Context: an optimization exercise on an open-source flow, tuned for small area. The choices shown serve that exercise and are no tape-out recipe. Only simulation tests tie the RTL to the original design; equivalence was not proved. No activity file was given, so power comes from the tool's default toggle rates.

## v6
Design tsdc_top, start of the top module:
module tsdc_top
(
    input  logic        clk,
    input  logic        rst_n,
    input  logic        psel,
    input  logic        penable,
    input  logic        pwrite,
    input  logic [4:0]  paddr,
    input  logic [63:0] pwdata,
    output logic [63:0] prdata,
    output logic        pready,
    input  logic        src_valid,
    output logic        src_stall,
    input  logic [7:0]  src_data,
    input  logic        src_eos,
    output logic        res_valid,
    input  logic        res_stall,
    output logic [1:0]  res_type,
    output logic [63:0] res_sequence,
    output logic [31:0] res_kind,
    output logic [31:0] res_flags,
    output logic [34:0] res_size,
    output logic [7:0]  res_payload,
    output logic        res_last,
    output logic [3:0]  res_error
);
Size in the first run: ~1,500 cells after synthesis.
Settings: LEC_CHECK=0, CAP_MARGIN=20, CORE_MARGIN=2, CORE_UTILIZATION=40, SLEW_MARGIN=20; clock period 8.0 ns.
standard.sh (not shown) runs the stock make flow with config.mk's settings and CLKGATE_MAP_FILE= SYNTH_SCRIPT=/design/flow/synth_recipe.tcl, a recipe that flattens the netlist after the stock synthesis.
==> flow/flow/run.sh <==
#!/bin/bash
# The standard layout, with two changes: the port buffers are buf_1 cells
# instead of the resizer's default pick, and clock tree synthesis uses
# clkbuf_4 cells on small sink clusters without dummy loads. Each tool's
# output goes to a log file in this folder.
set -euo pipefail
export BUFFER_PORTS_ARGS="-buffer_cell sky130_fd_sc_hd__buf_1"
export CTS_ARGS="-sink_clustering_enable -repair_clock_nets -dont_use_dummy_load -buf_list sky130_fd_sc_hd__clkbuf_4 -sink_clustering_size 11 -sink_clustering_max_diameter 40"
bash standard.sh finish > standard.log 2>&1
Inputs modified between v6 and v7:
-- flow/design.v --
<<< v6, line 374
            ph   <= PH_FILE;
            idx  <= 5'd0;
            hseq <= 64'd0;
        end
        else
>>> v7, line 374
            ph   <= PH_FILE;
            idx  <= 5'd0;
        end
        else
<<< v6, line 390
            ph  <= ph_n;
            idx <= idx_n;
            if (head_ld && head_type_n == T_ERR)
                hseq <= 64'd0;
            else
                hseq <= hseq + {63'd0, head_ld && head_type_n == T_HDR};
        end
    end
    always_ff @(posedge clk)
>>> v7, line 389
            ph  <= ph_n;
            idx <= idx_n;
        end
    end
    always_ff @(posedge clk)
    begin
        if (ph == PH_FILE || (head_ld && head_type_n == T_ERR))
            hseq <= 64'd0;
        else
            hseq <= hseq + {63'd0, head_ld && head_type_n == T_HDR};
    end
    always_ff @(posedge clk)
==> comparison <==
v7 completed end to end with timing, DRC and antenna clean.
Looking at clock period minus final worst setup slack, v7 sits 0.52 ns lower than v6 does.
Per the comparison of v7 with v6, share of cell area taken by flip-flops and latches -1.3 points; post-synthesis simple-gate area fraction +1.3 points; met1 layer wirelength in the final routing -1.4%; maximum frequency +0.010 GHz; synthesized netlist cell count +32.
Changes observed in v7 relative to v6: fraction of area in clock buffers and inverters level, starting density of the core flat, worst hold slack ~0 delta.
In v7 the worst-case setup margin in the final layout turned out 0.52 ns higher than in v6.

* * *

== run 1 ==
Another version of the RTL of tsdc_top (not shown whole).
Size: ~1,400 cells after synthesis, ~370 flip-flops, ~330 I/O pins, ~15,000 um2 of cells after synthesis.
Settings: LEC_CHECK=0, CAP_MARGIN=20, CORE_MARGIN=2, CORE_UTILIZATION=40, SLEW_MARGIN=20; clock period 8.0 ns.
==> flow/flow/run.sh <==
#!/bin/bash
# The standard layout with three changes:
#  - synthesis maps the logic with flow/abc_area.script, an area-oriented
#    version of ORFS's abc_speed.script (more &dch/&syn4/&nf rounds, &nf with
#    delay relaxation, no buffering or upsizing); everything else in
#    synthesis is the standard synthesis, so the registers are the same;
#  - the port buffers are buf_1 cells instead of the resizer's default pick;
#  - clock tree synthesis uses clkbuf_4 cells on small sink clusters without
#    dummy loads.
# Each step's output goes to a log file of its own in this folder.
set -euo pipefail
W=$(pwd)
rm -rf "$W/scripts_area"
cp -r "$FLOW_HOME/scripts" "$W/scripts_area"
cp "$W/flow/abc_area.script" "$W/scripts_area/abc_speed.script"
export BUFFER_PORTS_ARGS="-buffer_cell sky130_fd_sc_hd__buf_1"
export CTS_ARGS="-sink_clustering_enable -repair_clock_nets -dont_use_dummy_load -buf_list sky130_fd_sc_hd__clkbuf_4 -sink_clustering_size 9 -sink_clustering_max_diameter 40"
bash standard.sh SCRIPTS_DIR="$W/scripts_area" synth > synth.log 2>&1
bash standard.sh finish > layout.log 2>&1
==> flow/flow/abc_area.script <==
&get -n
&st
&dch
&nf -R 1000 -p
&st
&syn2
&if -g -K 6
&synch2
&nf -R 1000 -p
&st
&syn2
&if -g -K 6
&synch2
&nf -R 1000 -p
&st
&syn2
&if -g -K 6
&synch2
&nf -R 1000 -p
&st
&syn2
&if -g -K 6
&synch2
&nf -R 1000 -p
&st
&syn2
&if -g -K 6
&synch2
&nf -R 1000 -p
&st
&dch -f
&nf -R 1000 -p
&st
&dch -f
&nf -R 1000 -p
&st
&dch -f
&nf -R 1000 -p
&st
&dch -f
&nf -R 1000 -p
&st
&dch -f
&nf -R 1000 -p
&st
&dch -f
&nf -R 1000 -p
&st
&dch -f
&nf -R 1000 -p
&st
&dch -f
&nf -R 1000 -p
&st
&syn4
&dch -f
&nf -R 1000 -p
&st
&syn4
&dch -f
&nf -R 1000 -p
&st
&syn4
&dch -f
&nf -R 1000 -p
&st
&syn4
&dch -f
&nf -R 1000 -p
&st
&syn4
&dch -f
&nf -R 1000 -p
&st
&syn4
&dch -f
&nf -R 1000 -p
&st
&syn4
&dch -f
&nf -R 1000 -p
&st
&syn4
&dch -f
&nf -R 1000 -p
&put
topo
stime -c
dnsize -c
Inputs modified between run 1 and run 2:
--- a/flow/design.v
+++ b/flow/design.v
@@ -386,17 +386,14 @@
                 v0 <= 1'b1;
                 v1 <= v0;
             end
             ph  <= ph_n;
             idx <= idx_n;
         end
     end
-    logic o_load;
-    assign o_load = (pop && v1 && t1 != T_PAY)
-                 || (accept && (!v0 || pop) && (ph != PH_PAY || eos));
     logic hseq_inc;
     assign hseq_inc = (pop && v1 && t1 == T_HDR)
                    || (accept && ph == PH_REC && idx == 5'd23 && !eos && (!v0 || pop));
     always_ff @(posedge clk)
     begin
         if (ph == PH_FILE || (head_ld && head_type_n == T_ERR))
             hseq <= 64'd0;
@@ -430,15 +427,15 @@
         begin
             fa <= fa_n;
             fb <= fb_n;
             fc <= fc_n;
             fd <= fd_n;
             cy <= cy_eff && (b == 8'd0);
         end
-        if (o_load)
+        if (head_ld && head_type_n != T_PAY)
         begin
             ok <= ck_n;
             of <= cf_n;
             os <= cs_n;
         end
     end
     logic h_err;
Findings:
Run 2 vs run 1, first-iteration DRC count went up by about 22%.
Relative to run 1, the final cell area reported for run 2 is lower.
Comparing run 1 with run 2, the area enclosed by the die boundary came out essentially unchanged.
Delta (run 2 minus run 1): all-layer global routing usage climbed 0.22 points, fraction of area in multi-input gates climbed 0.15 points.
Run 2: relative contribution of the clock network to total power 2.8 points above run 1
Diff run 1 -> run 2: final cell count dropped 1.7%; met2 usage in global routing barely changed; post-route total power dropped about 16%; synthesized area barely changed; critical path depth climbed 1.

* * *

Setup of JK:
tsdc_top, a different RTL version from the one above (not shown whole).
Size: about 1300 cells after synthesis, about 370 flip-flops, roughly 330 I/O pins, about 15000 µm² of cells after synthesis.
Design tsdc_top, start of the top module:
module tsdc_top
(
    input  logic        clk,
    input  logic        rst_n,
    input  logic        psel,
    input  logic        penable,
    input  logic        pwrite,
    input  logic [4:0]  paddr,
    input  logic [63:0] pwdata,
    output logic [63:0] prdata,
    output logic        pready,
    input  logic        src_valid,
    output logic        src_stall,
    input  logic [7:0]  src_data,
    input  logic        src_eos,
    output logic        res_valid,
    input  logic        res_stall,
    output logic [1:0]  res_type,
    output logic [63:0] res_sequence,
    output logic [31:0] res_kind,
    output logic [31:0] res_flags,
    output logic [34:0] res_size,
    output logic [7:0]  res_payload,
    output logic        res_last,
    output logic [3:0]  res_error
);
    localparam logic [1:0] PH_FILE = 2'd0;
    localparam logic [1:0] PH_REC  = 2'd1;
    localparam logic [1:0] PH_PAY  = 2'd2;
    localparam logic [1:0] PH_HALT = 2'd3;
    localparam logic [1:0] T_HDR = 2'd0;
    localparam logic [1:0] T_PAY = 2'd1;
    localparam logic [1:0] T_ERR = 2'd2;
    localparam logic [63:0] MAGIC  = 64'h4352_5447_4244_5452;
    localparam logic [31:0] ENDIAN = 32'h0102_0304;
    logic [34:0] cfg_max;
    logic [15:0] cfg_major;
    logic [15:0] cfg_minor;
    logic [34:0] max_q;
    logic [15:0] major_q;
    logic [15:0] minor_q;
    logic        max_w, major_w, minor_w;
    logic        cfg_wr;
    assign cfg_wr = psel && penable && pwrite;
    always_ff @(posedge clk or negedge rst_n)
    begin
        if (!rst_n)
        begin
            max_w   <= 1'b0;
            major_w <= 1'b0;
            minor_w <= 1'b0;
        end
        else if (cfg_wr)
        begin
            case (paddr[4:3])
                2'd0:    max_w   <= 1'b1;
                2'd1:    major_w <= 1'b1;
  ...
==> flow/config.mk <==
export PLATFORM = sky130hd
export DESIGN_NAME = tsdc_top
export DESIGN_NICKNAME = tsdc_top
export VERILOG_FILES = /design/flow/design.v
export SDC_FILE = /design/flow/constraint.sdc
export NUM_CORES = 4
export LEC_CHECK = 0
export CAP_MARGIN = 20
export CORE_MARGIN = 2
export CORE_UTILIZATION = 40
export SLEW_MARGIN = 20
==> flow/constraint.sdc <==
create_clock -name core_clock -period 8.0 [get_ports {clk}]
set_input_delay 1.6000 -clock core_clock [delete_from_list [all_inputs] [get_ports {clk}]]
set_output_delay 1.6000 -clock core_clock [all_outputs]
set_load 0.01 [all_outputs]
Scripts as last shown in full above: flow/flow/run.sh, flow/flow/abc_area.script
Input changes introduced in MS (baseline for comparison: JK):
diff --git a/flow/design.v b/flow/design.v
--- a/flow/design.v
+++ b/flow/design.v
@@ -77,59 +77,38 @@
     localparam logic [1:0] PH_PAY  = 2'd2;
     localparam logic [1:0] PH_HALT = 2'd3;
     localparam logic [1:0] T_HDR = 2'd0;
     localparam logic [1:0] T_PAY = 2'd1;
     localparam logic [1:0] T_ERR = 2'd2;
     localparam logic [63:0] MAGIC  = 64'h4352_5447_4244_5452;
     localparam logic [31:0] ENDIAN = 32'h0102_0304;
     logic [34:0] cfg_max;
     logic [15:0] cfg_major;
     logic [15:0] cfg_minor;
-    logic [34:0] max_q;
-    logic [15:0] major_q;
-    logic [15:0] minor_q;
-    logic        max_w, major_w, minor_w;
-    logic        cfg_wr;
-    assign cfg_wr = psel && penable && pwrite;
     always_ff @(posedge clk or negedge rst_n)
     begin
         if (!rst_n)
         begin
-            max_w   <= 1'b0;
-            major_w <= 1'b0;
-            minor_w <= 1'b0;
+            cfg_max   <= 35'h4_0000_0000;
+            cfg_major <= 16'd1;
+            cfg_minor <= 16'd0;
         end
-        else if (cfg_wr)
+        else if (psel && penable && pwrite)
         begin
             case (paddr[4:3])
-                2'd0:    max_w   <= 1'b1;
-                2'd1:    major_w <= 1'b1;
-                2'd2:    minor_w <= 1'b1;
+                2'd0:    cfg_max   <= pwdata[34:0];
+                2'd1:    cfg_major <= pwdata[15:0];
+                2'd2:    cfg_minor <= pwdata[15:0];
                 default: ;
             endcase
         end
     end
-    always_ff @(posedge clk)
-    begin
-        if (cfg_wr)
-        begin
-            case (paddr[4:3])
-                2'd0:    max_q   <= pwdata[34:0];
-                2'd1:    major_q <= pwdata[15:0];
-                2'd2:    minor_q <= pwdata[15:0];
-                default: ;
-            endcase
-        end
-    end
-    assign cfg_max   = max_w   ? max_q   : 35'h4_0000_0000;
-    assign cfg_major = major_w ? major_q : 16'd1;
-    assign cfg_minor = minor_w ? minor_q : 16'd0;
     always_comb
     begin
         case (paddr[4:3])
             2'd0:    prdata = {29'd0, cfg_max};
             2'd1:    prdata = {48'd0, cfg_major};
             2'd2:    prdata = {48'd0, cfg_minor};
             default: prdata = '0;
         endcase
     end
     assign pready = 1'b1;
@@ -404,29 +383,26 @@
             end
             else if (push)
             begin
                 v0 <= 1'b1;
                 v1 <= v0;
             end
             ph  <= ph_n;
             idx <= idx_n;
         end
     end
-    logic hseq_inc;
-    assign hseq_inc = (pop && v1 && t1 == T_HDR)
-                   || (accept && ph == PH_REC && idx == 5'd23 && !eos && (!v0 || pop));
     always_ff @(posedge clk)
     begin
         if (ph == PH_FILE || (head_ld && head_type_n == T_ERR))
             hseq <= 64'd0;
         else
-            hseq <= hseq + {63'd0, hseq_inc};
+            hseq <= hseq + {63'd0, head_ld && head_type_n == T_HDR};
     end
     always_ff @(posedge clk)
     begin
         if (head_ld)
         begin
             if (pop && v1)
             begin
                 t0 <= t1;
                 d0 <= d1;
                 l0 <= l1;
[summary]
No run among MS and JK stopped early or left any final violation; all are clean.
Summary — vertical extent of the die, MS relative to JK: higher, by 0.71%.
Against JK as the reference, MS delivers a lower biggest cell delay along the critical path.
Per the comparison of MS with JK, average wire per cell in the routed design decreased 0.38 µm, peak supply drop shows an increase of 10%, transition at the pin with the smallest max-transition slack shows a reduction of 0.022 ns.
Diff JK -> MS: final wirelength up 1.6 mm, utilization up 1.8 points, die outline area up about 1.4%.
Compared with JK, in MS remaining global-route overflow roughly the same; part of the Yosys area used for sequential elements lower.

separate check: timing with driven ports:
The results above use ideal ports. As a check the final layouts listed here were re-extracted and re-timed, cells and wires unchanged.
Step 1: set_driving_cell puts a clkbuf_16 on clk and a buf_2 on each other input, an assumption about the parent block.
Step 2 times the ports against the registers' clock, not the clock port: input delays grow and output delays shrink by t, the midpoint of the rising clock arrivals with the driver on.
a / b / c = ideal / step 1 / step 2; a / b = the first two.
run	t, ns	setup slack, ns	hold slack, ns	worst register clock-pin slew, ns	worst slew at a driven data input, ns
v6	0.804	0.561 / 0.561 / 0.561	0.456 / 0.456 / 0.456	0.11 / 0.11	0.09
v7	0.809	1.085 / 1.085 / 1.085	0.454 / 0.454 / 0.454	0.11 / 0.11	0.09
run 1	0.813	0.790 / 0.790 / 0.790	0.471 / 0.471 / 0.471	0.10 / 0.10	0.05
run 2	0.810	0.664 / 0.664 / 0.664	0.462 / 0.462 / 0.462	0.10 / 0.10	0.08
JK	0.800	0.936 / 0.936 / 0.936	0.438 / 0.438 / 0.438	0.10 / 0.10	0.08
MS	0.812	0.479 / 0.479 / 0.479	0.477 / 0.477 / 0.477	0.10 / 0.10	0.11
After both steps setup and hold are still met in every run listed.
